From an optimization exercise on the open Yosys and OpenROAD flow, aimed at small area, a short achievable clock period and few clock cycles per item; shortcuts taken in it are not production practice. In this exercise RTL edits were held to simulation tests only and were not proved equivalent to the original. Power figures rest on the tool's default switching activity, not on a simulated workload.

## try-indigo
==> flow/design.v (excerpt) <==
module dcc_packet_decoder (
  input  logic        clk,
  input  logic        rst_n,
  input  logic        in_valid,
  output logic        in_ready,
  input  logic        in_operation,
  input  logic [31:0] in_edge_time,
  output logic        out_valid,
  input  logic        out_ready,
  output logic [1:0]  out_decoder_status,
  output logic [7:0]  out_address_byte,
  output logic [7:0]  out_instruction_byte,
  output logic [7:0]  out_check_byte,
  input  logic        cfg_valid,
  output logic        cfg_ready,
  input  logic [2:0]  cfg_index,
  input  logic [31:0] cfg_data
);
  logic        acc, res_v, out_is_rcv;
  logic [1:0]  res_st;
  logic [23:0] pkt;
  assign cfg_ready = 1'b1;
  dcc_ctrl #(
    .STAGES (4)
  ) u_ctrl (
    .clk        (clk),
    .rst_n      (rst_n),
    .in_valid   (in_valid),
    .in_ready   (in_ready),
    .acc        (acc),
    .res_v      (res_v),
    .res_st     (res_st),
    .out_valid  (out_valid),
    .out_ready  (out_ready),
    .out_status (out_decoder_status),
    .out_is_rcv (out_is_rcv)
  );
  dcc_dpath u_dpath (
    .clk          (clk),
    .rst_n        (rst_n),
  ...
Size: ~390 flip-flops, roughly 100 I/O pins.
Settings: LEC_CHECK=0, ABC_CLOCK_PERIOD_IN_PS=8000, CAP_MARGIN=20, CORE_MARGIN=2, CORE_UTILIZATION=40, CTS_BUF_LIST=sky130_fd_sc_hd__clkbuf_16, CTS_CLUSTER_DIAMETER=80, CTS_CLUSTER_SIZE=24, SETUP_SLACK_MARGIN=5, SLEW_MARGIN=20; clock period 8.0 ns.
standard.sh (not shown) runs the stock make flow with config.mk's settings and CLKGATE_MAP_FILE= SYNTH_SCRIPT=/design/flow/synth_recipe.tcl, a recipe that flattens the netlist after the stock synthesis.
==> flow/flow/run.sh <==
#!/bin/bash
# The standard layout, with plain buf_1 cells as the port buffers (the
# standard flow's buffer_ports picks a larger delay buffer); the repair
# steps still size them as timing needs.
set -euo pipefail
export BUFFER_PORTS_ARGS="-buffer_cell sky130_fd_sc_hd__buf_1"
bash standard.sh > standard.log 2>&1
Having completed the whole flow, try-indigo delivered a layout that passed the timing, design-rule and antenna checks.
Testbench counts of try-indigo, summed over its fixed seeds: cycles 16,459, items 16,427.
Input-level comparison between try-umber and try-indigo:
Settings: ABC_CLOCK_PERIOD_IN_PS now 3000, was 8000.
==> flow/run.sh (new file) <==
#!/bin/bash
# synth_recipe.tcl (not shown) runs the flow's synth.tcl, then flattens the netlist and writes it again
# the make line also repeats each setting of config.mk as NAME=value (left out here)
make -C /OpenROAD-flow-scripts/flow DESIGN_CONFIG=/design/flow/config.mk WORK_HOME=/design/flow/orfs CLKGATE_MAP_FILE= SYNTH_SCRIPT=/design/flow/synth_recipe.tcl finish
removed: flow/flow/run.sh
removed: flow/standard.sh
Findings:
Changes observed in try-umber relative to try-indigo: cell area reported after detailed placement shows an increase of 3.3%, proportion of power drawn by combinational gates increased 2.9 points. In the final reports, the cell area of try-umber is larger than that of try-indigo. try-umber vs try-indigo: part of the cycle the worst path needs up. Per the comparison of try-umber with try-indigo, via count increased by 144 relative to the old numbers, sequential power closely matched the old numbers, power after layout increased by 19 uW relative to the old numbers.
Inputs modified between try-umber and try-juniper:
Settings: CORE_UTILIZATION changed from 40 to 60; ABC_CLOCK_PERIOD_IN_PS changed from 3000 to 8000.
==> flow/flow/run.sh (new file) <==
#!/bin/bash
# The standard layout, with plain buf_1 cells as the port buffers (the
# standard flow's buffer_ports picks a larger delay buffer); the repair
# steps still size them as timing needs.
set -euo pipefail
export BUFFER_PORTS_ARGS="-buffer_cell sky130_fd_sc_hd__buf_1"
bash standard.sh > standard.log 2>&1
==> flow/standard.sh (new file) <==
#!/bin/bash
# synth_recipe.tcl (not shown) runs the flow's synth.tcl, then flattens the netlist and writes it again
# the make line also repeats each setting of config.mk as NAME=value (left out here)
make -C /OpenROAD-flow-scripts/flow DESIGN_CONFIG=/design/flow/config.mk WORK_HOME=/design/flow/orfs CLKGATE_MAP_FILE= SYNTH_SCRIPT=/design/flow/synth_recipe.tcl "${@:-finish}"
removed: flow/run.sh
- Summary of try-juniper over try-umber: count of standard-cell rows fell by about 18%; core utilization rose by 21 points.
- try-juniper against try-umber: initial cell density of the core went up 20 points, routed length on met1 went down 4.5%.
- try-umber → try-juniper: met3 layer usage reported by global route increased by 1.4 points relative to the old numbers; sequential share of layout area increased by 2.0 points relative to the old numbers; setup slack of the most critical reg-to-reg path decreased by 0.08 ns relative to the old numbers.
[inputs] try-cedar vs try-juniper
Settings: a change of CORE_UTILIZATION from 60 to 40; a deleted CTS_CLUSTER_SIZE that had been 24; a deleted CTS_CLUSTER_DIAMETER that had been 80; a change of SETUP_SLACK_MARGIN from 5 to 4.3; a deleted CTS_BUF_LIST that had been sky130_fd_sc_hd__clkbuf_16; a change of ABC_CLOCK_PERIOD_IN_PS from 8000 to 3700.
==> flow/run.sh (new file) <==
#!/bin/bash
# synth_recipe.tcl (not shown) runs the flow's synth.tcl, then flattens the netlist and writes it again
# the make line also repeats each setting of config.mk as NAME=value (left out here)
make -C /OpenROAD-flow-scripts/flow DESIGN_CONFIG=/design/flow/config.mk WORK_HOME=/design/flow/orfs CLKGATE_MAP_FILE= SYNTH_SCRIPT=/design/flow/synth_recipe.tcl finish
removed: flow/flow/run.sh
removed: flow/standard.sh
try-cedar leaves less setup margin than try-juniper. On logic gate share of total power, the lower figure sits with try-cedar, not try-juniper. Going from try-juniper to try-cedar, ratio of cells with drive above 1 in the final layout shrinks by 6.7 points.
For try-raven, these inputs were changed with respect to try-cedar:
Settings: putting CTS_CLUSTER_DIAMETER at 80 where nothing was set; putting CTS_BUF_LIST at sky130_fd_sc_hd__clkbuf_16 where nothing was set; swapping 4.3 for 5 in SETUP_SLACK_MARGIN; putting CTS_CLUSTER_SIZE at 24 where nothing was set; swapping 3700 for 3000 in ABC_CLOCK_PERIOD_IN_PS.
==> flow/flow/run.sh (new file) <==
#!/bin/bash
# The standard layout, with plain buf_1 cells as the port buffers (the
# standard flow's buffer_ports picks a larger delay buffer); the repair
# steps still size them as timing needs.
set -euo pipefail
export BUFFER_PORTS_ARGS="-buffer_cell sky130_fd_sc_hd__buf_1"
bash standard.sh > standard.log 2>&1
==> flow/standard.sh (new file) <==
#!/bin/bash
# synth_recipe.tcl (not shown) runs the flow's synth.tcl, then flattens the netlist and writes it again
# the make line also repeats each setting of config.mk as NAME=value (left out here)
make -C /OpenROAD-flow-scripts/flow DESIGN_CONFIG=/design/flow/config.mk WORK_HOME=/design/flow/orfs CLKGATE_MAP_FILE= SYNTH_SCRIPT=/design/flow/synth_recipe.tcl "${@:-finish}"
removed: flow/run.sh
## What came out
- try-raven vs. try-cedar: final worst setup slack went up 0.50 ns, routed wire length went down 1.2%, count of clock-buffer cells in the layout went down 35, number of cells traversed by the worst register-to-register path went up 1.

* * *

## try-garnet
dcc_packet_decoder again, from the RTL that the note above started with.
clock: 8.0 ns
lec_check: 0
abc_clock_period_in_ps: 3000
cap_margin: 20
core_margin: 2
core_utilization: 55
cts_buf_list: sky130_fd_sc_hd__clkbuf_4
cts_cluster_size: 30
setup_slack_margin: 5
slew_margin: 20
run.sh (not shown) runs the stock make flow with config.mk's settings and CLKGATE_MAP_FILE= SYNTH_SCRIPT=/design/flow/synth_recipe.tcl, a recipe that flattens the netlist after the stock synthesis.
Stock flow here: none of the scripts above is used.
Testbench counts of try-garnet, summed over its fixed seeds: cycles 16,459, items 16,427.
--- input diff try-garnet..try-amber ---
==> flow/flow/run.sh (new file) <==
#!/bin/bash
# The standard layout, with plain buf_1 cells as the port buffers (the
# standard flow's buffer_ports picks a larger delay buffer); the repair
# steps still size them as timing needs.
set -euo pipefail
export BUFFER_PORTS_ARGS="-buffer_cell sky130_fd_sc_hd__buf_1"
bash standard.sh > standard.log 2>&1
==> flow/standard.sh (new file) <==
#!/bin/bash
# synth_recipe.tcl (not shown) runs the flow's synth.tcl, then flattens the netlist and writes it again
# the make line also repeats each setting of config.mk as NAME=value (left out here)
make -C /OpenROAD-flow-scripts/flow DESIGN_CONFIG=/design/flow/config.mk WORK_HOME=/design/flow/orfs CLKGATE_MAP_FILE= SYNTH_SCRIPT=/design/flow/synth_recipe.tcl "${@:-finish}"
--- a/flow/config.mk
+++ b/flow/config.mk
@@ -9,7 +9,5 @@
 export CAP_MARGIN = 20
 export CORE_MARGIN = 2
-export CORE_UTILIZATION = 55
-export CTS_BUF_LIST = sky130_fd_sc_hd__clkbuf_4
-export CTS_CLUSTER_SIZE = 30
+export CORE_UTILIZATION = 40
 export SETUP_SLACK_MARGIN = 5
 export SLEW_MARGIN = 20
removed: flow/run.sh
Findings:
try-amber did not stop at any stage, and its layout met the timing, design-rule and antenna checks.
Delta (try-amber minus try-garnet): clock buffer count from CTS fell 58, peak per-stage delay on the critical path fell 0.04 ns, combined global-route utilization of all metal layers fell 7.7 points, worst max-slew margin expressed relative to the limit fell 16 points.
Power density over the cells in try-amber vs try-garnet: up about 2.8%
Comparing detailed-routing iteration count for the pre-antenna-repair pass for try-garnet and try-amber, the bigger number came from try-amber.
A origin of the worst setup path of u_ctrl.q0_rcv_r is what try-garnet shows, while u_dpath.one_skew_r[10] belongs to try-amber.
Of try-garnet and try-amber, the higher wire length belongs to try-garnet.
A master of the slowest instance on the critical path of dfxtp_4 is what try-garnet shows, while edfxtp_1 belongs to try-amber.
In the flow results for try-garnet and try-amber, the worst setup slack is smaller on try-garnet.
Taking try-garnet as the reference point, the final hold slack of try-amber rises by 0.016 ns.
The largest driver fanout on the critical path in try-amber sits 1 above the value recorded for try-garnet.
For try-sierra, these inputs were changed with respect to try-amber:
==> flow/run.sh (new file) <==
#!/bin/bash
# synth_recipe.tcl (not shown) runs the flow's synth.tcl, then flattens the netlist and writes it again
# the make line also repeats each setting of config.mk as NAME=value (left out here)
make -C /OpenROAD-flow-scripts/flow DESIGN_CONFIG=/design/flow/config.mk WORK_HOME=/design/flow/orfs CLKGATE_MAP_FILE= SYNTH_SCRIPT=/design/flow/synth_recipe.tcl finish
--- a/flow/config.mk
+++ b/flow/config.mk
@@ -9,5 +9,6 @@
 export CAP_MARGIN = 20
 export CORE_MARGIN = 2
-export CORE_UTILIZATION = 40
+export CORE_UTILIZATION = 55
+export CTS_BUF_LIST = sky130_fd_sc_hd__clkbuf_8
 export SETUP_SLACK_MARGIN = 5
 export SLEW_MARGIN = 20
removed: flow/flow/run.sh
removed: flow/standard.sh
Results
Compared with try-amber, in try-sierra layout clock buffer count rose 36%, instance count on the critical path barely changed.
From try-amber to try-sierra the numbers moved as follows: wire length shows an increase of about 4%, via count of the first global-routing pass rose 2.7%.
try-amber vs try-sierra, capturing instance or port of the critical path: u_dpath.sr_r[15] vs u_dpath.sr_r[1]

-- afterwards: timing with drivers on the ports --
How much do the figures lean on ideal ports? The routed layouts below were timed once more, with nothing changed but the port constraints. Step 1, drivers: a clkbuf_16 drives clk and a buf_2 each remaining input, both assumed. Step 2 also shifts input and output timing later by t, the mid clock arrival at the registers, as if the neighbouring blocks saw the same clock. Slacks: ideal ports / drivers / drivers and shift; pairs: ideal ports / drivers.
| run | t, ns | slack for setup (ns) | worst setup path at the end | clock arrival spread, ns |
|---|---|---|---|---|
| try-indigo | 0.601 | 4.942 / 4.942 / 4.624 | input to register | 0.033 / 0.033 |
| try-umber | 0.593 | 4.861 / 4.861 / 4.485 | input to register | 0.028 / 0.027 |
| try-juniper | 0.583 | 4.780 / 4.780 / 4.725 | input to register | 0.034 / 0.034 |
| try-cedar | 0.605 | 4.439 / 4.439 / 3.979 | input to register | 0.016 / 0.015 |
| try-raven | 0.601 | 4.942 / 4.942 / 4.624 | input to register | 0.033 / 0.033 |
| try-garnet | 0.819 | 4.778 / 4.727 / 4.359 | input to register | 0.063 / 0.063 |
| try-amber | 0.585 | 4.899 / 4.899 / 4.622 | input to register | 0.018 / 0.018 |
| try-sierra | 0.631 | 4.749 / 4.749 / 4.455 | input to register | 0.025 / 0.025 |
After both steps setup and hold are still met in every run listed. For try-cedar, which loses most, drivers alone change the setup slack by 0.000 ns; drivers and shift together by -0.460 ns.
